Source: an optimization exercise on an open RTL-to-GDS flow (aim: small area). Production flows keep margins and buffers that such runs may drop. Only simulation tests tie the RTL to the original design; equivalence was not proved.

## purple
## gpr_hilo_wb
module gpr_hilo_wb #(
    parameter int NUM_REGS = 32,
    parameter int CNT_W    = 32
) (
    input  logic             clk,
    input  logic             rst,
    input  logic             wb_wreg,
    input  logic [4:0]       wb_wd,
    input  logic [31:0]      wb_wdata,
    input  logic             wb_whilo,
    input  logic [31:0]      wb_hi,
    input  logic [31:0]      wb_lo,
    input  logic             re1,
    input  logic [4:0]       raddr1,
    output logic [31:0]      rdata1,
    input  logic             re2,
    input  logic [4:0]       raddr2,
    output logic [31:0]      rdata2,
    output logic [31:0]      hi_o,
    output logic [31:0]      lo_o,
    output logic [CNT_W-1:0] retire_cnt
);
Size in the first run: about 2600 cells after synthesis, about 1100 flip-flops.
==> module gpr_and2, before the edit <==
module gpr_and2 (
    input  logic a, b,
    output logic y
);
    assign y = a & b;
endmodule
==> module gpr_and3, before the edit <==
module gpr_and3 (
    input  logic a, b, c,
    output logic y
);
    assign y = a & b & c;
endmodule
==> module gpr_hilo_wb, before the edit <==
module gpr_hilo_wb #(
    parameter int NUM_REGS = 32,
    parameter int CNT_W    = 32
) (
    input  logic             clk,
    input  logic             rst,
    input  logic             wb_wreg,
    input  logic [4:0]       wb_wd,
    input  logic [31:0]      wb_wdata,
    input  logic             wb_whilo,
    input  logic [31:0]      wb_hi,
    input  logic [31:0]      wb_lo,
    input  logic             re1,
    input  logic [4:0]       raddr1,
    output logic [31:0]      rdata1,
    input  logic             re2,
    input  logic [4:0]       raddr2,
    output logic [31:0]      rdata2,
    output logic [31:0]      hi_o,
    output logic [31:0]      lo_o,
    output logic [CNT_W-1:0] retire_cnt
);
    logic [31:0]         regs [1:NUM_REGS-1];
    logic [NUM_REGS-1:1] valid;
    logic [NUM_REGS-1:1] we;
    logic [31:0]         sel1, sel2;
    logic                hilo_valid;
    logic [31:0]         hi_q, lo_q;
    logic [31:0]         hi_m, lo_m;
    logic [3:0] wpa;
    logic [7:0] wpb;
    always_comb begin
        for (int k = 0; k < 4; k++) wpa[k] = (wb_wd[1:0] == k[1:0]);
        for (int m = 0; m < 8; m++) wpb[m] = wb_wreg && (wb_wd[4:2] == m[2:0]);
    end
    for (genvar i = 1; i < NUM_REGS; i++) begin : g_we
        gpr_and2 u_we (.a(wpa[i%4]), .b(wpb[i/4]), .y(we[i]));
    end
    always_ff @(posedge clk) begin
        for (int i = 1; i < NUM_REGS; i++) begin
            if (we[i]) regs[i] <= wb_wdata;
        end
    end
    always_ff @(posedge clk or negedge rst) begin
        if (!rst) valid <= '0;
        else      valid <= valid | we;
    end
    always_ff @(posedge clk or negedge rst) begin
        if (!rst) retire_cnt <= '0;
        else      retire_cnt <= retire_cnt + {{(CNT_W-1){1'b0}}, (wb_wreg | wb_whilo)};
    end
    logic hit1, hit2, en1, en2;
    assign hit1 = wb_wreg && (raddr1 != 5'd0) && (wb_wd == raddr1);
    assign hit2 = wb_wreg && (raddr2 != 5'd0) && (wb_wd == raddr2);
    assign en1  = rst && re1 && !hit1;
    assign en2  = rst && re2 && !hit2;
    logic [3:0] pa1, pa2;
    logic [7:0] pb1, pb2;
    always_comb begin
        for (int k = 0; k < 4; k++) begin
            pa1[k] = (raddr1[1:0] == k[1:0]);
            pa2[k] = (raddr2[1:0] == k[1:0]);
        end
        for (int m = 0; m < 8; m++) begin
            pb1[m] = en1 && (raddr1[4:2] == m[2:0]);
            pb2[m] = en2 && (raddr2[4:2] == m[2:0]);
        end
    end
    for (genvar i = 1; i < NUM_REGS; i++) begin : g_sel
        gpr_and3 u_s1 (.a(pa1[i%4]), .b(pb1[i/4]), .c(valid[i]), .y(sel1[i-1]));
        gpr_and3 u_s2 (.a(pa2[i%4]), .b(pb2[i/4]), .c(valid[i]), .y(sel2[i-1]));
    end
    assign sel1[31] = rst && re1 && hit1;
    assign sel2[31] = rst && re2 && hit2;
    for (genvar b = 0; b < 32; b++) begin : g_rd
        logic [31:0] col;
        for (genvar i = 1; i < NUM_REGS; i++) begin : g_col
            assign col[i-1] = regs[i][b];
        end
        assign col[31] = wb_wdata[b];
        gpr_rd_bit u_rd1 (.sel(sel1), .d(col), .y(rdata1[b]));
        gpr_rd_bit u_rd2 (.sel(sel2), .d(col), .y(rdata2[b]));
    end
    assign hi_m = wb_whilo ? wb_hi : hi_q;
    assign lo_m = wb_whilo ? wb_lo : lo_q;
    always_ff @(posedge clk) begin
        hi_q <= hi_m;
        lo_q <= lo_m;
    end
    always_ff @(posedge clk or negedge rst) begin
        if (!rst) hilo_valid <= 1'b0;
        else      hilo_valid <= hilo_valid | wb_whilo;
    end
    logic hilo_en;
    assign hilo_en = rst && (wb_whilo || hilo_valid);
    assign hi_o = {32{hilo_en}} & hi_m;
    assign lo_o = {32{hilo_en}} & lo_m;
endmodule
Settings: LEC_CHECK=0, CAP_MARGIN=5, CORE_MARGIN=2, CORE_UTILIZATION=40, GPL_TIMING_DRIVEN=0, PLACE_DENSITY=0.55, SETUP_SLACK_MARGIN=0, SLEW_MARGIN=5, SYNTH_HIERARCHICAL=1; clock period 7.0 ns.
standard.sh (not shown) runs the stock make flow with config.mk's settings and CLKGATE_MAP_FILE= SYNTH_SCRIPT=/design/flow/synth_recipe.tcl, a recipe that flattens the netlist after the stock synthesis.
==> flow/flow/run.sh <==
#!/bin/bash
# Standard ORFS layout with these changes: ports are buffered with the
# smallest buffer; before repair_design, each high-fanout net's driver is
# replaced by a stronger cell of the same function (NOR gates excepted); clock tree synthesis
# uses larger sink clusters of mid-size clock buffers without dummy loads.
# ORFS keeps each step's full log under orfs/logs/; make's output goes to
# standard_flow.log.
set -euo pipefail
here=$(pwd)
export BUFFER_PORTS_ARGS="-buffer_cell sky130_fd_sc_hd__buf_1"
export PRE_GLOBAL_PLACE_TCL="$here/flow/pre_gpl.tcl"
export PRE_RESIZE_TCL="$here/flow/upsize_hf.tcl"
export CTS_ARGS="-sink_clustering_enable -repair_clock_nets -dont_use_dummy_load -buf_list sky130_fd_sc_hd__clkbuf_8 -sink_clustering_size 18 -sink_clustering_max_diameter 72"
bash standard.sh finish > standard_flow.log 2>&1
==> flow/flow/pre_gpl.tcl <==
# Remove synthesis buffers before placement, as the standard flow does when
# placement is timing-driven.
remove_buffers
==> flow/flow/upsize_hf.tcl <==
# Drive each high-fanout net from one stronger cell of the same function
# (a drive-strength change only), instead of leaving repair_design to add
# buffer trees after a weak driver.
set upsized 0
foreach net [get_nets *] {
  set loads [get_pins -quiet -of_objects $net -filter "direction == input"]
  set n [llength $loads]
  if { $n < 12 } { continue }
  set drv [get_pins -quiet -of_objects $net -filter "direction == output"]
  if { [llength $drv] != 1 } { continue }
  set inst [get_cells -of_objects $drv]
  set master [get_property $inst ref_name]
  if { [regexp {__(df|edf|sdf|dl|clk|conb)} $master] } { continue }
  # NOR-type cells drive large loads poorly even when upsized; leave those
  # nets to repair_design, which buffers them.
  if { [regexp {__nor} $master] } { continue }
  if { ![regexp {^(sky130_fd_sc_hd__\w+)_(\d+)$} $master -> base ds] } { continue }
  if { $n >= 24 } { set want {4 2} } else { set want {2} }
  foreach s $want {
    if { $s <= $ds } { break }
    set lc [get_lib_cells -quiet "*/${base}_$s"]
    if { [llength $lc] == 1 } {
      replace_cell $inst $lc
      incr upsized
      break
    }
  }
}
puts "upsize_hf: upsized $upsized high-fanout drivers"
Changes in orange relative to purple:
--- a/flow/design.v
+++ b/flow/design.v
@@ -10,16 +10,4 @@
 );
     assign y = ~(a & b);
-endmodule
-module gpr_and2 (
-    input  logic a, b,
-    output logic y
-);
-    assign y = a & b;
-endmodule
-module gpr_and3 (
-    input  logic a, b, c,
-    output logic y
-);
-    assign y = a & b & c;
 endmodule
 module gpr_nor12n (
@@ -81,7 +69,5 @@
         for (int k = 0; k < 4; k++) wpa[k] = (wb_wd[1:0] == k[1:0]);
         for (int m = 0; m < 8; m++) wpb[m] = wb_wreg && (wb_wd[4:2] == m[2:0]);
-    end
-    for (genvar i = 1; i < NUM_REGS; i++) begin : g_we
-        gpr_and2 u_we (.a(wpa[i%4]), .b(wpb[i/4]), .y(we[i]));
+        for (int i = 1; i < NUM_REGS; i++) we[i] = wpa[i%4] && wpb[i/4];
     end
     always_ff @(posedge clk) begin
@@ -114,11 +100,11 @@
             pb2[m] = en2 && (raddr2[4:2] == m[2:0]);
         end
+        for (int i = 1; i < NUM_REGS; i++) begin
+            sel1[i-1] = pa1[i%4] && pb1[i/4] && valid[i];
+            sel2[i-1] = pa2[i%4] && pb2[i/4] && valid[i];
+        end
+        sel1[31] = rst && re1 && hit1;
+        sel2[31] = rst && re2 && hit2;
     end
-    for (genvar i = 1; i < NUM_REGS; i++) begin : g_sel
-        gpr_and3 u_s1 (.a(pa1[i%4]), .b(pb1[i/4]), .c(valid[i]), .y(sel1[i-1]));
-        gpr_and3 u_s2 (.a(pa2[i%4]), .b(pb2[i/4]), .c(valid[i]), .y(sel2[i-1]));
-    end
-    assign sel1[31] = rst && re1 && hit1;
-    assign sel2[31] = rst && re2 && hit2;
     for (genvar b = 0; b < 32; b++) begin : g_rd
         logic [31:0] col;
### Flow results
Delta (orange minus purple): detailed placement HPWL climbed 5000 um; maximum frequency dropped 1.4 MHz; number of signal-net inverters in the final layout climbed 1; wire length on met1 dropped 1.7%; sequential portion of the cell area dropped 0.81 points.
The synthesized area of purple and that of orange are within noise of each other.
Met3 routing resource usage after global routing (lower): orange
Between orange and purple, the number of clock buffers in the layout is lower for purple.

==> what the ideal ports hide <==
The flow's constraints put no driver on any port. The routed layouts listed below were extracted and timed again, unchanged, in two steps.
Step 1: set_driving_cell puts a clkbuf_16 on clk and a buf_2 on each other input, an assumption about the parent block.
Step 2 also shifts input and output timing later by t, the mid clock arrival at the registers, as if the neighbouring blocks saw the same clock.
Slacks: no drivers / after step 1 / after step 2; pairs: no drivers / after step 1.
run	t, ns	setup slack, ns	hold slack, ns	slew at the worst register clock pin (ns)	worst data-port slew with drivers (ns)
purple	0.776	0.259 / 0.222 / 0.222	0.454 / 0.451 / 0.454	0.12 / 0.12	0.20
orange	0.804	0.194 / 0.156 / 0.156	0.483 / 0.483 / 0.483	0.12 / 0.12	0.09
After both steps every run listed still meets setup and hold. The setup slack of orange, which loses most, moves by -0.038 ns with the drivers and by -0.038 ns with both steps.
